Background: an optimization exercise with open tools, aiming at small area and a short achievable clock period. Do not read the settings as production practice. The RTL was checked by simulation tests, not by an equivalence proof against the original design.

lagoon:
==> flow/design.v <==
`default_nettype none
package prog_mem_ctrl_pkg;
    localparam int c_INST_W = 16;
endpackage
`default_nettype wire
`default_nettype none
module prog_byte_ram (
    input  logic        clk,
    input  logic        load,       
    input  logic        valid,      
    input  logic [7:0]  waddr,      
    input  logic [7:0]  wdata,
    input  logic [6:0]  raddr,      
    output logic [15:0] rdata
);
    logic [2047:0] r_bits;      
    logic [2047:0] w_next;
    always_ff @(posedge clk) begin
        r_bits <= w_next;
    end
    logic [15:0] w_whi;         
    logic [15:0] w_whi_n;
    logic [15:0] w_wlo;         
    logic [15:0] w_wlo_v_n;     
    logic [255:0] w_we;         
    logic [255:0] w_keep;       
    always_comb begin
        for (int j = 0; j < 16; j++) begin
            w_whi[j]     = load && (waddr[7:4] == 4'(j));
            w_whi_n[j]   = !(load && (waddr[7:4] == 4'(j)));
            w_wlo[j]     = (waddr[3:0] == 4'(j));
            w_wlo_v_n[j] = !(valid && (waddr[3:0] == 4'(j)));
        end
    end
    for (genvar i = 0; i < 256; i++) begin : g_wrow
        pmc_nor2  u_we   (.a(w_whi_n[i/16]), .b(w_wlo_v_n[i%16]), .y(w_we[i]));
        pmc_nand2 u_keep (.a(w_whi[i/16]), .b(w_wlo[i%16]),  .y(w_keep[i]));
        for (genvar b = 0; b < 8; b++) begin : g_bit
            pmc_ao22 u_d (.a0(w_we[i]), .b0(wdata[b]), .a1(w_keep[i]), .b1(r_bits[8*i+b]),
                          .y(w_next[8*i+b]));
        end
    end
    logic [7:0]   w_rhi_n;      
    logic [15:0]  w_rlo_n;      
    logic [127:0] w_wl;         
    always_comb begin
        for (int j = 0; j < 8; j++)  w_rhi_n[j] = (raddr[6:4] != 3'(j));
        for (int k = 0; k < 16; k++) w_rlo_n[k] = (raddr[3:0] != 4'(k));
    end
    for (genvar w = 0; w < 128; w++) begin : g_wl
        pmc_nor2 u_wl (.a(w_rhi_n[w/16]), .b(w_rlo_n[w%16]), .y(w_wl[w]));
    end
    for (genvar b = 0; b < 16; b++) begin : g_rbit
        logic [127:0] w_col;
        for (genvar w = 0; w < 128; w++) begin : g_col
            assign w_col[w] = r_bits[16*w + b];
        end
        pmc_sel128 u_sel (.wl(w_wl), .d(w_col), .y(rdata[b]));
    end
endmodule
module pmc_sel128 (
    input  logic [127:0] wl,
    input  logic [127:0] d,
    output logic         y
);
    logic [42:0] w_n;           
    logic [10:0] w_p;           
    logic [2:0]  w_q_n;
    for (genvar g = 0; g < 42; g++) begin : g_aoi
        pmc_aoi222 u_aoi (.a0(wl[3*g]),   .b0(d[3*g]),
                          .a1(wl[3*g+1]), .b1(d[3*g+1]),
                          .a2(wl[3*g+2]), .b2(d[3*g+2]), .y(w_n[g]));
    end
    pmc_aoi22 u_aoi_last (.a0(wl[126]), .b0(d[126]), .a1(wl[127]), .b1(d[127]), .y(w_n[42]));
    for (genvar g = 0; g < 10; g++) begin : g_nand
        pmc_nand4 u_nand (.a(w_n[4*g]), .b(w_n[4*g+1]), .c(w_n[4*g+2]), .d(w_n[4*g+3]), .y(w_p[g]));
    end
    pmc_nand3 u_nand_last (.a(w_n[40]), .b(w_n[41]), .c(w_n[42]), .y(w_p[10]));
    pmc_nor4 u_nor0 (.a(w_p[0]), .b(w_p[1]), .c(w_p[2]), .d(w_p[3]), .y(w_q_n[0]));
    pmc_nor4 u_nor1 (.a(w_p[4]), .b(w_p[5]), .c(w_p[6]), .d(w_p[7]), .y(w_q_n[1]));
    pmc_nor3 u_nor2 (.a(w_p[8]), .b(w_p[9]), .c(w_p[10]), .y(w_q_n[2]));
    pmc_nand3 u_out (.a(w_q_n[0]), .b(w_q_n[1]), .c(w_q_n[2]), .y(y));
endmodule
module pmc_nor2 (input logic a, input logic b, output logic y);
    assign y = !(a | b);
endmodule
module pmc_nand2 (input logic a, input logic b, output logic y);
    assign y = !(a & b);
endmodule
module pmc_nand3 (input logic a, input logic b, input logic c, output logic y);
    assign y = !(a & b & c);
endmodule
module pmc_nand4 (input logic a, input logic b, input logic c, input logic d, output logic y);
    assign y = !(a & b & c & d);
endmodule
module pmc_nor3 (input logic a, input logic b, input logic c, output logic y);
    assign y = !(a | b | c);
endmodule
module pmc_nor4 (input logic a, input logic b, input logic c, input logic d, output logic y);
    assign y = !(a | b | c | d);
endmodule
module pmc_ao22 (input logic a0, input logic b0, input logic a1, input logic b1, output logic y);
    assign y = (a0 & b0) | (a1 & b1);
endmodule
module pmc_aoi22 (input logic a0, input logic b0, input logic a1, input logic b1, output logic y);
    assign y = !((a0 & b0) | (a1 & b1));
endmodule
module pmc_aoi222 (input logic a0, input logic b0, input logic a1, input logic b1,
                   input logic a2, input logic b2, output logic y);
    assign y = !((a0 & b0) | (a1 & b1) | (a2 & b2));
endmodule
`default_nettype wire
`default_nettype none
module pmc_inv (input logic a, output logic y);
    assign y = !a;
endmodule
module pmc_a21oi (input logic a1, input logic a2, input logic b1, output logic y);
    assign y = !((a1 & a2) | b1);
endmodule
`default_nettype wire
`default_nettype none
module prog_mem_ctrl (
    input  logic        clk,
    input  logic        rst,
    input  logic        load_start,
    input  logic        load_valid,
    input  logic [7:0]  load_byte,
    output logic        load_ready,
    input  logic        load_end,
    output logic [8:0]  load_count,
    input  logic        fetch_req,
    input  logic [15:0] fetch_addr,
    output logic        fetch_ready,
    output logic        fetch_valid,
    output logic [15:0] fetch_inst,
    output logic        fetch_err
);
    logic        r_idle;
    logic        r_load;
    logic        r_resp;
    logic [7:0]  r_wptr;
    logic [8:0]  r_load_count;
    logic [15:0] r_inst_pre;   
    logic        r_err_pre;    
    logic [15:0] r_inst_hold_n;   
    logic        r_err_hold_n;
    logic        w_wr_en;
    logic        w_last;
    logic [15:0] w_rdata;
    logic        w_err;
    logic        w_take_fetch;
    logic        w_rst_n;      
    assign w_wr_en = r_load && load_valid;
    assign w_last  = w_wr_en && (r_wptr == 8'hff);
    prog_byte_ram u_ram (
        .clk   (clk),
        .load  (r_load),
        .valid (load_valid),
        .waddr (r_wptr),
        .wdata (load_byte),
        .raddr (fetch_addr[7:1]),
        .rdata (w_rdata)
    );
    assign w_err = fetch_addr[0] || (|fetch_addr[15:8]) ||
                   ({1'b0, fetch_addr[7:1]} >= r_load_count[8:1]);
    assign w_take_fetch = r_idle && !load_start && fetch_req;
    assign load_ready  = r_load;
    assign fetch_ready = r_idle;
    assign fetch_valid = r_resp && !rst;
    logic [16:0] w_pre_sel_n;
    for (genvar b = 0; b < 17; b++) begin : g_omux
        if (b < 16) begin : g_inst
            pmc_nor2  u_nor (.a(rst), .b(r_inst_pre[b]), .y(w_pre_sel_n[b]));
            pmc_a21oi u_out (.a1(rst), .a2(r_inst_hold_n[b]), .b1(w_pre_sel_n[b]),
                             .y(fetch_inst[b]));
        end else begin : g_err
            pmc_nor2  u_nor (.a(rst), .b(r_err_pre), .y(w_pre_sel_n[b]));
            pmc_a21oi u_out (.a1(rst), .a2(r_err_hold_n), .b1(w_pre_sel_n[b]),
                             .y(fetch_err));
        end
    end
    pmc_inv  u_rst_n   (.a(rst), .y(w_rst_n));
    assign load_count  = r_load_count;
    always_ff @(posedge clk) begin
        if (load_start && r_idle) begin
            r_wptr <= '0;
        end else if (w_wr_en) begin
            r_wptr <= r_wptr + 8'd1;
        end
        if (!w_rst_n) begin
            r_idle       <= 1'b1;
            r_load       <= 1'b0;
            r_resp       <= 1'b0;
            r_load_count <= '0;
            r_inst_pre   <= '0;
            r_err_pre    <= 1'b0;
            r_inst_hold_n <= '1;
            r_err_hold_n  <= 1'b1;
        end else begin
            r_idle <= (r_idle && !load_start && !fetch_req) || r_resp ||
                      (r_load && (load_end || w_last));
            r_load <= (r_idle && load_start) || (r_load && !load_end && !w_last);
            r_resp <= w_take_fetch;
            if (r_load && (load_end || w_last)) begin
                r_load_count <= {1'b0, r_wptr} + {8'd0, w_wr_en};
            end
            r_inst_hold_n <= ~r_inst_pre;
            r_err_hold_n  <= ~r_err_pre;
            if (w_take_fetch) begin
                r_inst_pre <= w_err ? 16'h0000 : w_rdata;
                r_err_pre  <= w_err;
            end
        end
    end
endmodule
`default_nettype wire
clock: 7.0 ns
lec_check: 0
cap_margin: 20
core_margin: 2
core_utilization: 45
setup_slack_margin: 4.0
slew_margin: 20
synth_hierarchical: 1
standard.sh (not shown) runs the stock make flow with config.mk's settings and CLKGATE_MAP_FILE= SYNTH_SCRIPT=/design/flow/synth_recipe.tcl, a recipe that flattens the netlist after the stock synthesis.
==> flow/flow/run.sh <==
#!/bin/bash
# Layout flow: the standard ORFS flow (standard.sh) with two changes:
#  - clock tree synthesis without dummy loads, clusters of at most 16 sinks
#    within 50 um, clkbuf_8 buffers;
#  - the reset input and the fetch response outputs placed as one pin group
#    (flow/io.tcl), since reset acts on those outputs within the cycle.
# Each tool's output goes to its ORFS log under orfs/logs/; make's own output
# goes to make_finish.log in the work folder.
set -euo pipefail
cd "$(dirname "$0")/.."
CTS="-sink_clustering_enable -repair_clock_nets -dont_use_dummy_load"
CTS="$CTS -sink_clustering_size 16 -sink_clustering_max_diameter 50"
CTS="$CTS -buf_list sky130_fd_sc_hd__clkbuf_8"
bash standard.sh "CTS_ARGS=$CTS" "IO_CONSTRAINTS=$PWD/flow/io.tcl" finish > make_finish.log 2>&1
==> flow/flow/io.tcl <==
# Keep the reset input and the fetch response outputs next to each other.
set_io_pin_constraint -group -order -pin_names {rst fetch_valid fetch_err fetch_inst[0] fetch_inst[1] fetch_inst[2] fetch_inst[3] fetch_inst[4] fetch_inst[5] fetch_inst[6] fetch_inst[7] fetch_inst[8] fetch_inst[9] fetch_inst[10] fetch_inst[11] fetch_inst[12] fetch_inst[13] fetch_inst[14] fetch_inst[15]}
[inputs] fjord vs lagoon
diff --git a/flow/design.v b/flow/design.v
--- a/flow/design.v
+++ b/flow/design.v
@@ -12,5 +12,5 @@
     input  logic [7:0]  wdata,
     input  logic [6:0]  raddr,      
-    output logic [15:0] rdata
+    output logic [15:0] rdata_n     
 );
     logic [2047:0] r_bits;      
@@ -56,5 +56,5 @@
             assign w_col[w] = r_bits[16*w + b];
         end
-        pmc_sel128 u_sel (.wl(w_wl), .d(w_col), .y(rdata[b]));
+        pmc_sel128 u_sel (.wl(w_wl), .d(w_col), .y_n(rdata_n[b]));
     end
 endmodule
@@ -62,23 +62,30 @@
     input  logic [127:0] wl,
     input  logic [127:0] d,
-    output logic         y
+    output logic         y_n
 );
-    logic [42:0] w_n;           
-    logic [10:0] w_p;           
-    logic [2:0]  w_q_n;
+    logic [42:0] w_n1;          
+    logic [11:0] w_p2;          
+    logic [5:0]  w_n3;          
+    logic [1:0]  w_p4;          
     for (genvar g = 0; g < 42; g++) begin : g_aoi
         pmc_aoi222 u_aoi (.a0(wl[3*g]),   .b0(d[3*g]),
                           .a1(wl[3*g+1]), .b1(d[3*g+1]),
-                          .a2(wl[3*g+2]), .b2(d[3*g+2]), .y(w_n[g]));
-    end
-    pmc_aoi22 u_aoi_last (.a0(wl[126]), .b0(d[126]), .a1(wl[127]), .b1(d[127]), .y(w_n[42]));
-    for (genvar g = 0; g < 10; g++) begin : g_nand
-        pmc_nand4 u_nand (.a(w_n[4*g]), .b(w_n[4*g+1]), .c(w_n[4*g+2]), .d(w_n[4*g+3]), .y(w_p[g]));
-    end
-    pmc_nand3 u_nand_last (.a(w_n[40]), .b(w_n[41]), .c(w_n[42]), .y(w_p[10]));
-    pmc_nor4 u_nor0 (.a(w_p[0]), .b(w_p[1]), .c(w_p[2]), .d(w_p[3]), .y(w_q_n[0]));
-    pmc_nor4 u_nor1 (.a(w_p[4]), .b(w_p[5]), .c(w_p[6]), .d(w_p[7]), .y(w_q_n[1]));
-    pmc_nor3 u_nor2 (.a(w_p[8]), .b(w_p[9]), .c(w_p[10]), .y(w_q_n[2]));
-    pmc_nand3 u_out (.a(w_q_n[0]), .b(w_q_n[1]), .c(w_q_n[2]), .y(y));
+                          .a2(wl[3*g+2]), .b2(d[3*g+2]), .y(w_n1[g]));
+    end
+    pmc_aoi22 u_aoi_last (.a0(wl[126]), .b0(d[126]), .a1(wl[127]), .b1(d[127]), .y(w_n1[42]));
+    for (genvar g = 0; g < 7; g++) begin : g_nand4
+        pmc_nand4 u_nand (.a(w_n1[4*g]), .b(w_n1[4*g+1]), .c(w_n1[4*g+2]), .d(w_n1[4*g+3]),
+                          .y(w_p2[g]));
+    end
+    for (genvar g = 0; g < 5; g++) begin : g_nand3
+        pmc_nand3 u_nand (.a(w_n1[28+3*g]), .b(w_n1[28+3*g+1]), .c(w_n1[28+3*g+2]),
+                          .y(w_p2[7+g]));
+    end
+    for (genvar g = 0; g < 6; g++) begin : g_nor
+        pmc_nor2 u_nor (.a(w_p2[2*g]), .b(w_p2[2*g+1]), .y(w_n3[g]));
+    end
+    pmc_nand3 u_nand_a (.a(w_n3[0]), .b(w_n3[1]), .c(w_n3[2]), .y(w_p4[0]));
+    pmc_nand3 u_nand_b (.a(w_n3[3]), .b(w_n3[4]), .c(w_n3[5]), .y(w_p4[1]));
+    pmc_nor2  u_out    (.a(w_p4[0]), .b(w_p4[1]), .y(y_n));
 endmodule
 module pmc_nor2 (input logic a, input logic b, output logic y);
@@ -93,10 +100,4 @@
 module pmc_nand4 (input logic a, input logic b, input logic c, input logic d, output logic y);
     assign y = !(a & b & c & d);
-endmodule
-module pmc_nor3 (input logic a, input logic b, input logic c, output logic y);
-    assign y = !(a | b | c);
-endmodule
-module pmc_nor4 (input logic a, input logic b, input logic c, input logic d, output logic y);
-    assign y = !(a | b | c | d);
 endmodule
 module pmc_ao22 (input logic a0, input logic b0, input logic a1, input logic b1, output logic y);
@@ -147,5 +148,5 @@
     logic        w_wr_en;
     logic        w_last;
-    logic [15:0] w_rdata;
+    logic [15:0] w_rdata_n;
     logic        w_err;
     logic        w_take_fetch;
@@ -160,5 +161,5 @@
         .wdata (load_byte),
         .raddr (fetch_addr[7:1]),
-        .rdata (w_rdata)
+        .rdata_n (w_rdata_n)
     );
     assign w_err = fetch_addr[0] || (|fetch_addr[15:8]) ||
@@ -208,5 +209,5 @@
             r_err_hold_n  <= ~r_err_pre;
             if (w_take_fetch) begin
-                r_inst_pre <= w_err ? 16'h0000 : w_rdata;
+                r_inst_pre <= w_err ? 16'h0000 : ~w_rdata_n;
                 r_err_pre  <= w_err;
             end
==> notes.md <==
Changes observed in fjord relative to lagoon: layout overhead on the synthesized area lower; total vias in the final route picked up an extra 1.5%. The master of the slowest instance on the critical path comes out a21oi_4 in one run and buf_12 in the other, namely in lagoon and fjord respectively. [fjord] clock skew fell 0.049 ns relative to lagoon. Re worst relative slew slack: fjord and lagoon aren't equal, and the higher value belongs to lagoon. From lagoon to fjord, total number of sequential cells did not move at all. Cmp fjord vs lagoon: maximum number of pins on one net before global-route repair higher in fjord. Status: worst hold slack across all endpoints parity (fjord, lagoon). Clock period minus worst slack in fjord is 0.11 ns lower than in lagoon. Looking at worst setup slack, fjord sits 0.11 ns above lagoon. Compared fjord vs lagoon, and final worst-path cycle share is down in fjord. Compound-cell area share of the yosys netlist delta (lagoon -> fjord): insignificant. Lower first-iteration DRC count goes to lagoon over fjord. The final reports for fjord and lagoon show wire length higher in the former.

==> separate check: timing with driven ports <==
The flow's constraints put no driver on any port. The routed layouts listed below were extracted and timed again, unchanged, in two steps. Step 1: set_driving_cell puts a clkbuf_16 on clk and a buf_2 on each other input, an assumption about the parent block. Step 2 times the ports against the registers' clock, not the clock port: input delays grow and output delays shrink by t, the midpoint of the rising clock arrivals with the driver on. Slacks: ideal ports / drivers / drivers and shift; pairs: ideal ports / drivers.
run | t (ns) | slack for setup (ns) | worst hold slack (ns) | worst register clock-pin slew, ns
lagoon | 1.030 | 3.536 / 2.956 / 2.601 | 0.427 / 0.427 / 0.427 | 0.11 / 0.11
fjord | 1.017 | 3.641 / 3.394 / 2.590 | 0.430 / 0.430 / 0.430 | 0.11 / 0.11
After both steps every run listed still meets setup and hold. The setup slack of fjord, which loses most, moves by -0.247 ns with the drivers and by -1.051 ns with both steps.
